Background: an optimization exercise with open tools, aiming at small area, a short achievable clock period and few clock cycles. Do not read the settings as production practice. RTL that was checked went through simulation tests only; none was proved equivalent to the original. For run 1, only the layout was checked, not whether the RTL still works. Power is estimated from default activity; no workload was simulated.

==> flow/design.v, too long to show whole: its modules and the start of the top module <==
// module frp_div: 108 lines
// module frame_rate_pacer: 961 lines
module frame_rate_pacer (
   input  logic                            clock,
   input  logic                            reset,
   input  logic                            req_valid,
   output logic                            req_ready,
   input  logic [frp_pkg::TS_W-1:0]        req_timestamp_ms,
   input  logic                            req_in_foreground,
   input  logic                            req_mouse_look,
   output logic                            rsp_valid,
   input  logic                            rsp_ready,
   output logic [frp_pkg::SLEEP_W-1:0]     rsp_sleep_ms,
   output logic [frp_pkg::TS_W-1:0]        rsp_frame_time_ms,
   output logic [frp_pkg::FPS_W-1:0]       rsp_fps_x16,
   input  logic                            csr_we,
   input  logic [frp_pkg::CSR_INDEX_W-1:0] csr_index,
   input  logic [frp_pkg::CSR_DATA_W-1:0]  csr_wdata
);
  // ...
==> flow/run.sh <==
#!/bin/bash
# synth_recipe.tcl (not shown) runs the flow's synth.tcl, then flattens the netlist and writes it again
# the make line also repeats each setting of config.mk as NAME=value (left out here)
make -C /OpenROAD-flow-scripts/flow DESIGN_CONFIG=/design/flow/config.mk WORK_HOME=/design/flow/orfs CLKGATE_MAP_FILE= SYNTH_SCRIPT=/design/flow/synth_recipe.tcl finish
==> flow/config.mk <==
export PLATFORM = sky130hd
export DESIGN_NAME = frame_rate_pacer
export DESIGN_NICKNAME = frame_rate_pacer
export VERILOG_FILES = /design/flow/design.v
export SDC_FILE = /design/flow/constraint.sdc
export NUM_CORES = 4
export LEC_CHECK = 0
export CAP_MARGIN = 20
export CORE_MARGIN = 2
export CORE_UTILIZATION = 60
export CTS_BUF_LIST = sky130_fd_sc_hd__clkbuf_8
export CTS_CLUSTER_SIZE = 30
export SLEW_MARGIN = 20
==> flow/constraint.sdc <==
create_clock -name core_clock -period 6.5 [get_ports {clock}]
set_input_delay 1.3000 -clock core_clock [delete_from_list [all_inputs] [get_ports {clock}]]
set_output_delay 1.3000 -clock core_clock [all_outputs]
set_load 0.01 [all_outputs]
==> impl_metrics.csv, run 1 <==
group,metric,value,unit
run_status,status,"complete, no violations",
placement,place.gp.congestion,0.884,
routing,routedWlPerCell,18.5,um
sta,max_clock_freq,207,MHz
floorplanning,io_pins,120,
finish,layout_common_cells,"edfxtp_1, inv_1, ha_1",
finish,drive_gt1_frac,0.0871,
routing,dr_wl_met2,66900,um
finish,regMostFlops,"hist",
global_route,overflow,0,
min_path,min_path_cells,0,
finish,nets,6628,
clock_network,cts-root-buf,"clkbuf_8",
sta,hold_violations,0,
floorplanning,start_util,0.604,
finish,multiInputGateArea,21900,sq um
finish,clock_buffers,379,
routing,wl,153000,um
setup_path,required,5200,ps
power,total_power,32.2,mW
setup_path,cpPeakStageDelay,750,ps
min_path,min_to,"hist[422]$_DFFE_PP_",
sta,finalSetupViolations,0,
power,power_frac_clock,0.343,
setup_path,r2r_start,"d1_d[17]$_DFFE_PN_",
min_path,hp-start,"hist[390]$_DFFE_PP_",
global_route,top_usage_layer,"met1",
floorplanning,coreArea,148000,sq um
synth,syn_inst,5671,
power,swShare,0.239,
placement,place_ws,1390,ps
synth,synth_common_cells,"edfxtp_1, ha_1, inv_1",
setup_path,r2r_end,"d2_r[0]$_DFFE_PN_",
routing,viasPerCell,5.47,
synth,synth_cell_types,97,
finish,final_core_util,0.675,
==> run 2: changes to the inputs <==
--- a/flow/design.v
+++ b/flow/design.v
@@ -269,17 +269,17 @@
    assign act    = b_v & ~stall & ~block_off;
    logic [32:0]   el_x;
    assign ftw    = b_ft;
    logic          bz, ovr_c;
    logic [12:0]   s13;
    assign bz     = (b_base == 10'd0);
    assign big    = (ftw[31:11] != '0);
    assign s13    = {3'b0, prior} - b_u;
-   assign ovr_c  = ($signed(b_u) >= $signed({3'b0, prior}));
+   assign ovr_c  = ~b_u[12] & (b_u[11:0] >= {2'b0, prior});
    assign ovr    = c0 ? bz : (big | bz | ovr_c);
    assign gt     = ~c0 & ~big & ({1'b0, prior} > ftw[10:0]);
    assign reseed = b_nz & comp_ff & ovr;
    always_comb begin
       if (!b_nz)         sleep_b = 10'd0;
       else if (!comp_ff) sleep_b = b_base;
       else if (ovr)      sleep_b = 10'd0;
       else if (gt | c0)  sleep_b = b_base;
==> flow/config.mk (replaced) <==
export PLATFORM = sky130hd
export DESIGN_NAME = frame_rate_pacer
export DESIGN_NICKNAME = frame_rate_pacer
export VERILOG_FILES = /design/flow/design.v
export SDC_FILE = /design/flow/constraint.sdc
export NUM_CORES = 4
export LEC_CHECK = 0
export CAP_MARGIN = 20
export CORE_MARGIN = 2
export CORE_UTILIZATION = 60
export SETUP_SLACK_MARGIN = 3.0
export SLEW_MARGIN = 20
export TNS_END_PERCENT = 100
==> run 2 against run 1 <==
  * Largest power group unchanged
  * Critical path depth increased by 9
  * Still clean on timing, DRC and antenna
  * Sequential cell count did not move
  * Maximum frequency increased by 31%
  * Cell count down 0.53%
==> impl_metrics.csv, run 2 <==
group,metric,value,unit
run_status,status,"complete, no violations",
floorplanning,start_util,0.604,
setup_path,end_kind,"flip-flop",
synth,synth_common_cells,"edfxtp_1, ha_1, inv_1",
sta,max_clock_freq,271,MHz
finish,largest_register_ffs,1024,
synth,yosysWarnings,2,
setup_path,r2r_start,"b_t[1]$_DFFE_PN_",
synth,syn_inst,5675,
synth,syn_area,89200,sq um
global_route,overflow,0,
setup_path,crit_fanout,5,
routing,num_vias,46000,
routing,wl,157000,um
placement,hpwl,101000,um
power,ir_worst_vdd,0.488,mV
sta,finalSetupViolations,0,
setup_path,cp-startpoint,"b_t[1]$_DFFE_PN_",
sta,drv_slew,0,
clock_network,postCtsHoldBufs,0,
routing,antenna_left,0,
power,p_leak,40.0,nW
power,total_power,34.1,mW
synth,syn_area_per_cell,15.7,sq um
sta,slew_headroom,0.0786,
clock_network,clock_latency,830,ps
floorplanning,io_pins,120,
routing,drc,0,
power,power_frac_clock,0.367,
sta,clock-skew-final,67.0,ps
synth,async_flop_share,0,
finish,layout_common_cells,"edfxtp_1, ha_1, inv_1",
finish,drive_gt1_frac,0.132,
synth,synthFlopType,"edfxtp_1",
placement,place_ws,1860,ps
floorplanning,die_h,390,um
clock_network,cts_max_path_buffers,3,
setup_path,r2r_cells,13,
synth,synth_cell_types,93,
floorplanning,core.rowCount,141,
min_path,hold_class,"reg -> reg",
global_route,grt_usage,0.204,
routing,first_pass_iters,5,
finish,fillers,9702,
power,p_seq_frac,0.525,
sta,rsz0062_at_grt,"true",
placement,place.gp.congestion,0.872,
global_route,grt_pass1_vias,44100,
routing,drt_iter0_drc,3223,
synth,synth_edf_count,2122,
sta,fin_crit,3680,ps
power,p_int,26.1,mW
floorplanning,coreArea,148000,sq um
job,max_cap_viol_count,0,
clock_network,cts_buffers,211,
setup_path,required,7060,ps
synth,synth_most_common_cell,"edfxtp_1",
clock_network,tritoncts,"built",
power,swShare,0.235,
clock_network,cts.sink_count,2213,
synth,ys_seq_area_frac,0.735,
setup_path,startpoint_type,"flip-flop",
global_route,grt_max_degree,168,
finish,regMostFlops,"hist",
min_path,hp-start,"d5_ft[16]$_DFFE_PN_",
power,switching_power,8.00,mW
setup_path,critPathKind,"reg -> reg",
synth,synthesis.nets,6204,
power,combPwrFrac,0.108,
min_path,min_path_cells,0,
sta,setup_ws,2820,ps
clock_network,cts-root-buf,"clkbuf_16",
sta,tns,0,ps
routing,routedWlPerCell,19.1,um
setup_path,r2r_end,"b_ft[31]$_DFFE_PN_",
synth,synth_top_area_share,0.714,
floorplanning,die_area,152000,sq um
synth,synth.area.top_cells,"edfxtp_1, ha_1, dfxtp_1, inv_1, a21oi_1",
synth,ys_ff_latch,2213,
routing,viasPerCell,5.57,
min_path,min_to,"d6_ft[16]$_DFFE_PN_",
finish,layout_commonest_cell,"edfxtp_1",
clock_network,path_clk_slew,60,ps
sta,tightest_slew,1370,ps
floorplanning,die_w,390,um
power,power.density,331,nW/um^2
setup_path,cp.arrival,4240,ps
sta,period_share,0.567,
global_route,antenna_found_initial,8,
finish,nets,6671,
sta,hold_violations,0,
global_route,grt_pass1_wl,242000,um
finish,area_growth,15.5,%
synth,yosysTopAreaCell,"edfxtp_1",
setup_path,reg2reg_slack,2820,ps
clock_network,h-tree-depth,4,
placement,io_buffers,119,
==> run 2: changes by cell type in the layout (fill, tap and decap cells not counted), moves of 25 or more <==
cell and change:
a21o_1 -39, a21oi_2 +29, buf_4 +144, clkbuf_1 +30, clkbuf_16 +212, clkbuf_8 -377, clkinv_1 -41, ha_1 -25
inv_1 -104, mux2_1 -32, xnor2_1 -25
==> run 2: area by class of cell <==
class                           count  area (sq um)  area share
Timing Repair Buffer              332          3070      0.0298
Inverter                          434          1660      0.0161
Clock inverter                    145          1830      0.0178
Tap cell                         1930          2410      0.0234
Sequential cell                  2213         65600       0.636
Antenna cell                        2          5.00   0.0000486
Multi-Input combinational cell   2947         23000       0.223
Timing Repair inverter              3          26.3    0.000255
Clock buffer                      244          5450      0.0529
==> run 2: logic make-up after synthesis <==
family,share of synthesized area
flip-flops,0.735
buffers and inverters,0.0220
adder cells (fa/ha/maj),0.0690
AO/OA/AOI/OAI,0.0759
multiplexers,0.0185
AND/OR/NAND/NOR,0.0555
XOR/XNOR,0.0243
==> run 2: power groups by stage <==
stage,sequential (mW),clock (mW),combinational [mW]
6_report,17.9,12.5,3.68
5_1_grt,18.0,13.4,4.12
4_1_cts,17.9,12.9,3.49
3_5_place_dp,18.2,0,3.31
3_3_place_gp,18.2,0,3.25
2_1_floorplan,17.9,0,2.59
==> run 2: stage by stage <==
step / hold WS, ps / cell area, sq um / std cells / util
CTS: 371 / 102000 / 8156 / 0.688
global placement: 400 / 93100 / 7692 / 0.630
detailed placement: 405 / 93100 / 7692 / 0.630
global route: 378 / 103000 / 8248 / 0.698
floorplan: 400 / 89200 / 5675 / -
finish: 372 / 103000 / 8250 / 0.698
==> run 2: worst max-delay path by stage <==
stage	cells past startpoint	end	slack [ps]
6_report	13	b_ft[31]$_DFFE_PN_	2820
5_1_grt	13	b_ft[31]$_DFFE_PN_	2730
4_1_cts	14	b_ft[31]$_DFFE_PN_	2900
3_5_place_dp	7	hist[471]$_DFFE_PP_	1860
3_3_place_gp	7	hist[407]$_DFFE_PP_	1940
2_1_floorplan	8	prior[0]$_SDFFE_PP0P_	-10910
==> run 2: worst max-delay path, stage by stage, from the launching register on <==
cell and delay [ps]:
edfxtp_1 510, mux2i_2 240, ha_1 270, nor2b_4 130, o31a_1 370, o41ai_4 510, and3_4 270, and4b_2 260
o21ai_4 190, o21ai_4 90, o31ai_4 260, o21ai_1 110, a21oi_2 140, xnor2_1 70
==> run 2: timing repair <==
item / 4_1_cts / 5_1_grt
gates resized for setup: 141 / 184
pin swaps: 52 / 89
cloned: 5 / 8
endpoints found under the setup margin: 1122 / 177
setup buffers: 70 / 84
==> run 2: metal layers <==
layer / global-route usage / routed length, um / up-vias
li1: - / - / 22300
met1: 0.290 / 72200 / 22500
met2: 0.328 / 74900 / 858
met3: 0.0322 / 6210 / 249
met4: 0.0607 / 3780 / 2
met5: 0 / 13 / -
Testbench counts of run 2, summed over its fixed seeds: cycles 15,088.

## static timing again, ports no longer ideal
In the flow no input, the clock included, has a driving cell. The finished layouts below were timed again as built, in two steps.
Step 1 sets driving cells, clkbuf_16 on the clock port and buf_2 on the other inputs (assumed; they add their load-dependent delay and slew).
Step 2 also shifts input and output timing later by t, the mid clock arrival at the registers, as if the neighbouring blocks saw the same clock.
Slacks: no drivers / after step 1 / after step 2; pairs: no drivers / after step 1.
run | shift t [ns] | setup slack, ns | clock arrival spread, ns
run 1 | 1.038 | 1.680 / 1.658 / 1.368 | 0.107 / 0.107
run 2 | 0.882 | 2.817 / 2.817 / 2.528 | 0.071 / 0.072
After both steps every run listed still meets setup and hold. The setup slack of run 1, which loses most, moves by -0.022 ns with the drivers and by -0.312 ns with both steps.
